From an optimization exercise on the open Yosys and OpenROAD flow, aimed at small area, a short achievable clock period and few clock cycles per item; shortcuts taken in it are not production practice.
The RTL was checked by simulation tests, not by an equivalence proof against the original design.

// turbo_dec_top
module turbo_dec_top (
    input  wire logic                      clk_p_i,
    input  wire logic                      reset_n_i,
    input  wire logic                      in_valid_i,
    input  wire turbo_llr_pkg::ch_sample_t sys_i,
    input  wire turbo_llr_pkg::ch_sample_t par1_i,
    input  wire turbo_llr_pkg::ch_sample_t par2_i,
    output logic                           in_ready_o,
    output turbo_llr_pkg::info_bits_t      dec_bits_o,
    output logic                           done_o
);
Size in the first run: about 7000 cells after synthesis, roughly 590 flip-flops, about 22 I/O pins, roughly 0.061 sq mm of cells after synthesis.
export LEC_CHECK = 0
export CAP_MARGIN = 20
export CORE_MARGIN = 2
export CORE_UTILIZATION = 40
export SLEW_MARGIN = 20
create_clock -name core_clock -period 20.0 [get_ports {clk_p_i}]
run.sh (not shown) runs the stock make flow with config.mk's settings and CLKGATE_MAP_FILE= SYNTH_SCRIPT=/design/flow/synth_recipe.tcl, a recipe that flattens the netlist after the stock synthesis.
Testbench counts at the start, summed over its fixed seeds: cycles 48,036, items 1,920.
Rerun with:
==> flow/flow/run.sh (new file) <==
#!/bin/bash
# The standard layout, with the timing repair asked to leave a setup
# margin so that it also works on paths that already meet the clock
set -euo pipefail
export SETUP_SLACK_MARGIN=13
export SKIP_GATE_CLONING=1
bash standard.sh > standard.log 2>&1
==> flow/standard.sh (new file) <==
#!/bin/bash
# synth_recipe.tcl (not shown) runs the flow's synth.tcl, then flattens the netlist and writes it again
# the make line also repeats each setting of config.mk as NAME=value (left out here)
make -C /OpenROAD-flow-scripts/flow DESIGN_CONFIG=/design/flow/config.mk WORK_HOME=/design/flow/orfs CLKGATE_MAP_FILE= SYNTH_SCRIPT=/design/flow/synth_recipe.tcl "${@:-finish}"
- CORE_UTILIZATION: 40 -> 60
removed: flow/run.sh
Outcome: Count of clock-buffer cells in the layout fell by 4; final cell count fell slightly; die area fell by a quarter to a third; core utilization rose by 32 points; sequential share of layout area fell by 3.1 points; via count rose by roughly a tenth; worst setup slack improves by 2.0 ns; first-iteration DRC count rose by a quarter to a third.

Setup of yarrow:
Another version of the RTL of turbo_dec_top (not shown whole).
For scale: ~9000 cells after synthesis, ~590 flip-flops, ~22 I/O pins, roughly 0.063 sq mm of cells after synthesis.
==> flow/design.v (excerpt) <==
module turbo_dec_top (
    input  wire logic                      clk_p_i,
    input  wire logic                      reset_n_i,
    input  wire logic                      in_valid_i,
    input  wire turbo_llr_pkg::ch_sample_t sys_i,
    input  wire turbo_llr_pkg::ch_sample_t par1_i,
    input  wire turbo_llr_pkg::ch_sample_t par2_i,
    output logic                           in_ready_o,
    output turbo_llr_pkg::info_bits_t      dec_bits_o,
    output logic                           done_o
);
    logic                      take, s0, newblk;
    logic                      stg_full;
    logic [6:1]                cyc;
    logic                      dec;
    logic                      first;
    logic                      hard_b, hard_f;
    logic [(5 + 2)-1:0][4-1:0]  stg_sys, stg_par1, stg_par2;
    logic [(5 + 2)-1:0][4-1:0]  sys_blk, par1_blk, par2_blk;
    turbo_input_buffer buffer_i (
        .clk_p_i(clk_p_i), .reset_n_i(reset_n_i), .in_valid_i(in_valid_i),
        .sys_i(sys_i), .par1_i(par1_i), .par2_i(par2_i), .take_i(take),
        .in_ready_o(in_ready_o), .stg_full_o(stg_full),
        .stg_sys_o(stg_sys), .stg_par1_o(stg_par1), .stg_par2_o(stg_par2),
        .sys_o(sys_blk), .par1_o(par1_blk), .par2_o(par2_blk)
    );
    turbo_ctrl ctrl_i (
        .clk_p_i(clk_p_i), .reset_n_i(reset_n_i), .stg_full_i(stg_full),
        .hard_b_i(hard_b), .hard_f_i(hard_f),
        .take_o(take), .s0_o(s0), .newblk_o(newblk), .cyc_o(cyc), .dec_o(dec), .first_o(first),
        .dec_bits_o(dec_bits_o), .done_o(done_o)
    );
    siso_maxlog siso_i (
        .clk_p_i(clk_p_i), .s0_i(s0), .newblk_i(newblk), .cyc_i(cyc), .dec_i(dec), .first_i(first),
        .stg_sys_i(stg_sys), .stg_par1_i(stg_par1),
        .sys_i(sys_blk), .par1_i(par1_blk), .par2_i(par2_blk),
        .hard_b_o(hard_b), .hard_f_o(hard_f)
    );
endmodule
==> flow/config.mk <==
export PLATFORM = sky130hd
export DESIGN_NAME = turbo_dec_top
export DESIGN_NICKNAME = turbo_dec_top
export VERILOG_FILES = /design/flow/design.v
export SDC_FILE = /design/flow/constraint.sdc
export NUM_CORES = 4
export LEC_CHECK = 0
export ABC_AREA = 1
export CAP_MARGIN = 20
export CORE_MARGIN = 2
export CORE_UTILIZATION = 40
export CTS_BUF_LIST = sky130_fd_sc_hd__clkbuf_8
export SLEW_MARGIN = 20
==> flow/constraint.sdc <==
create_clock -name core_clock -period 20.0 [get_ports {clk_p_i}]
set_input_delay 4.0000 -clock core_clock [delete_from_list [all_inputs] [get_ports {clk_p_i}]]
set_output_delay 4.0000 -clock core_clock [all_outputs]
set_load 0.01 [all_outputs]
standard.sh (not shown) runs the stock make flow with config.mk's settings and CLKGATE_MAP_FILE= SYNTH_SCRIPT=/design/flow/synth_recipe.tcl, a recipe that flattens the netlist after the stock synthesis.
==> flow/flow/run.sh <==
#!/bin/bash
# The standard layout, with the timing repair asked to leave a setup
# margin so that it also works on paths that already meet the clock
set -euo pipefail
export SETUP_SLACK_MARGIN=13
export SKIP_GATE_CLONING=1
bash standard.sh > standard.log 2>&1
Testbench counts of yarrow, summed over its fixed seeds: cycles 48,036, items 1,920.
Relative to yarrow, the following input files were edited for quartz:
- CAP_MARGIN changed from 20 to 0
- CORE_UTILIZATION changed from 40 to 55
- SLEW_MARGIN changed from 20 to 0
- CTS_BUF_LIST removed (was sky130_fd_sc_hd__clkbuf_8)
--- a/flow/flow/run.sh
+++ b/flow/flow/run.sh
@@ -4,3 +4,3 @@
 set -euo pipefail
-export SETUP_SLACK_MARGIN=13
+export SETUP_SLACK_MARGIN=11.5
 export SKIP_GATE_CLONING=1
Results
Timing, DRC, antenna: 0 failures across quartz and yarrow
Shortest period the worst path allows up 1.16 ns in quartz wrt yarrow
Count of final setup violators: yarrow vs quartz identical
NOTE global placer's final weighted congestion yarrow->quartz increased by a few percent
Via count of the first global-routing pass, quartz and yarrow, lower one = quartz.
Setup changes, quartz to willow
- SLEW_MARGIN: 0 -> 20
- CORE_UTILIZATION: 55 -> 40
- CAP_MARGIN: 0 -> 20
--- a/flow/flow/run.sh
+++ b/flow/flow/run.sh
@@ -4,3 +4,3 @@
 set -euo pipefail
-export SETUP_SLACK_MARGIN=11.5
+export SETUP_SLACK_MARGIN=12
 export SKIP_GATE_CLONING=1
==> comparison <==
The final layout from willow, which completed every stage, passed the timing, DRC and antenna checks at the end of the flow.
quartz completed every stage of the flow, and the final layout passed the timing, DRC and antenna checks.
Latest clock arrival within the worst-skew pair down 0.02 ns in willow wrt quartz
Lower part of the cycle the worst path needs was reported by willow, not quartz.
met3 layer usage reported by global route ends up lower on willow.
Worst hold slack was lower in quartz than in willow.
Comparing quartz and willow, the higher number of well taps was measured on willow.
Compared quartz against willow; sequential cell count within noise.
Taking quartz as the reference, in willow data required time of the worst path saw a decrease, number of clock buffers in the layout saw a decrease.

Setup of garnet:
turbo_dec_top again, from the RTL that the note above started with.
export LEC_CHECK = 0
export ABC_AREA = 1
export CAP_MARGIN = 20
export CORE_MARGIN = 2
export CORE_UTILIZATION = 40
export SLEW_MARGIN = 20
create_clock -name core_clock -period 20.0 [get_ports {clk_p_i}]
==> flow/flow/run.sh <==
#!/bin/bash
# The standard layout, with the timing repair asked to leave a setup
# margin so that it also works on paths that already meet the clock
set -euo pipefail
export SETUP_SLACK_MARGIN=11
export SKIP_GATE_CLONING=1
bash standard.sh > standard.log 2>&1
Testbench counts of garnet, summed over its fixed seeds: cycles 48,036, items 1,920.
Input-level comparison between raven and garnet:
-- flow/config.mk --
<<< garnet, line 11
export CORE_UTILIZATION = 40
>>> raven, line 11
export CORE_UTILIZATION = 55
[summary]
- From garnet to raven the numbers moved as follows: HPWL after detailed placement lost 3.1%; area of all placed cells without fillers moved down.
- Per the comparison of raven with garnet, count of clock-buffer cells in the layout increased about 4.7%; routed wire length went down.
- The final critical-path required period was comparable across raven and garnet.
### raven -> sierra
-- flow/config.mk --
<<< raven, line 8
export ABC_AREA = 1
>>> sierra, line 8
<<< raven, line 11
export CORE_UTILIZATION = 55
>>> sierra, line 10
export CORE_UTILIZATION = 40
Results
Note that the count of fill cells added during filler insertion recorded for sierra amounts to 1.3 times the value seen in raven. Against raven, sierra comes in about 9% lower on first-pass GRT wire length. Number of iterations in the first detailed-routing pass delta for sierra relative to raven: 1 higher. A worst setup path startpoint of siso_i.bg_s_q[0]$_SDFF_PP0_ is what sierra shows, while siso_i.mb1a_q[2]$_DFF_P_ belongs to raven. Mux contribution to synthesized area ends up higher on sierra. When sierra is set beside raven, its endpoint arrival time on the critical path turns out to be 360 ps larger. sierra ends up with a share of the clock period used by the worst path that is 1.8 points higher than in raven. All-layer global routing usage | sierra below raven. raven -> sierra: synthesized cell count decreased by more than 10%. Summary — parity-gate share of the synthesized area counting xor and xnor cells, sierra relative to raven: higher, by 0.85 points.

Setup of job 3704:
Another version of the RTL of turbo_dec_top (not shown whole).
Size in the first run: ~22 I/O pins.
export LEC_CHECK = 0
export ABC_AREA = 1
export CAP_MARGIN = 20
export CORE_MARGIN = 2
export CORE_UTILIZATION = 40
export CTS_BUF_LIST = sky130_fd_sc_hd__clkbuf_4 sky130_fd_sc_hd__clkbuf_8
export CTS_CLUSTER_DIAMETER = 60
export CTS_CLUSTER_SIZE = 24
export SLEW_MARGIN = 20
create_clock -name core_clock -period 20.0 [get_ports {clk_p_i}]
==> flow/flow/run.sh <==
#!/bin/bash
# The standard layout, with the timing repair asked to leave a setup
# margin so that it also works on paths that already meet the clock
set -euo pipefail
export SETUP_SLACK_MARGIN=12
export SKIP_GATE_CLONING=1
bash standard.sh > standard.log 2>&1
Testbench counts of job 3704, summed over its fixed seeds: cycles 48,036, items 1,920.
Relative to job 3704, the following input files were edited for job 1005:
- CTS_CLUSTER_SIZE removed (was 24)
- CTS_BUF_LIST removed (was sky130_fd_sc_hd__clkbuf_4 sky130_fd_sc_hd__clkbuf_8)
- CTS_CLUSTER_DIAMETER removed (was 60)
Results
Max number of CTS-inserted buffers across job 1005 and job 3704: job 1005. Going from job 3704 to job 1005, number of iterations in the first detailed-routing pass shrinks by 2. Between job 3704 and job 1005, depth of the critical timing path with buffers and inverters included decreased. Changes observed in job 1005 relative to job 3704: post-synth design cell area essentially unchanged, smallest hold slack decreased 11 ps. Run comparison: job 3704 capturing element of the worst setup path siso_i.b4s3_q[8]; job 1005 capturing element of the worst setup path siso_i.b3_q[4]. Job 1005 leaves less setup margin than job 3704. The slowest stage cell on the critical path comes out sky130_fd_sc_hd__o21ai_0 in one run and sky130_fd_sc_hd__ha_1 in the other, namely in job 3704 and job 1005 respectively.

[port drivers added, routing unchanged]
How much do the figures lean on ideal ports? The routed layouts below were timed once more, with nothing changed but the port constraints.
Step 1 (the two cells are an assumption about what drives the block):
set clk [get_ports {clk_p_i}]
set_driving_cell -lib_cell sky130_fd_sc_hd__clkbuf_16 $clk
set_driving_cell -lib_cell sky130_fd_sc_hd__buf_2 [delete_from_list [all_inputs] $clk]
Step 2 adds t to the input delays and takes it off the output delays; t is the mean of the earliest and latest rising clock arrival at the registers after step 1. Input paths then give back, and output paths get back, about the clock's delay inside the block.
Slacks: no drivers / after step 1 / after step 2; pairs: no drivers / after step 1.
run | shift t [ns] | setup WS [ns] | worst setup path after step 2 | worst slew at a driven data input, ns
the first run of note 1 | 0.753 | 9.600 / 9.600 / 9.600 | register to register | 0.04
the second run of note 1 | 0.746 | 11.587 / 11.587 / 11.587 | register to register | 0.05
yarrow | 0.892 | 13.087 / 13.087 / 13.087 | register to register | 0.03
quartz | 0.748 | 11.922 / 11.922 / 11.922 | register to register | 0.03
willow | 0.744 | 12.451 / 12.451 / 12.451 | register to register | 0.03
garnet | 0.746 | 11.690 / 11.690 / 11.690 | register to register | 0.03
raven | 0.758 | 11.690 / 11.690 / 11.690 | register to register | 0.04
sierra | 0.746 | 11.328 / 11.328 / 11.328 | register to register | 0.04
job 3704 | 0.892 | 12.352 / 12.352 / 12.352 | register to register | 0.03
job 1005 | 0.792 | 12.349 / 12.349 / 12.349 | register to register | 0.03
After both steps every run listed still meets setup and hold.
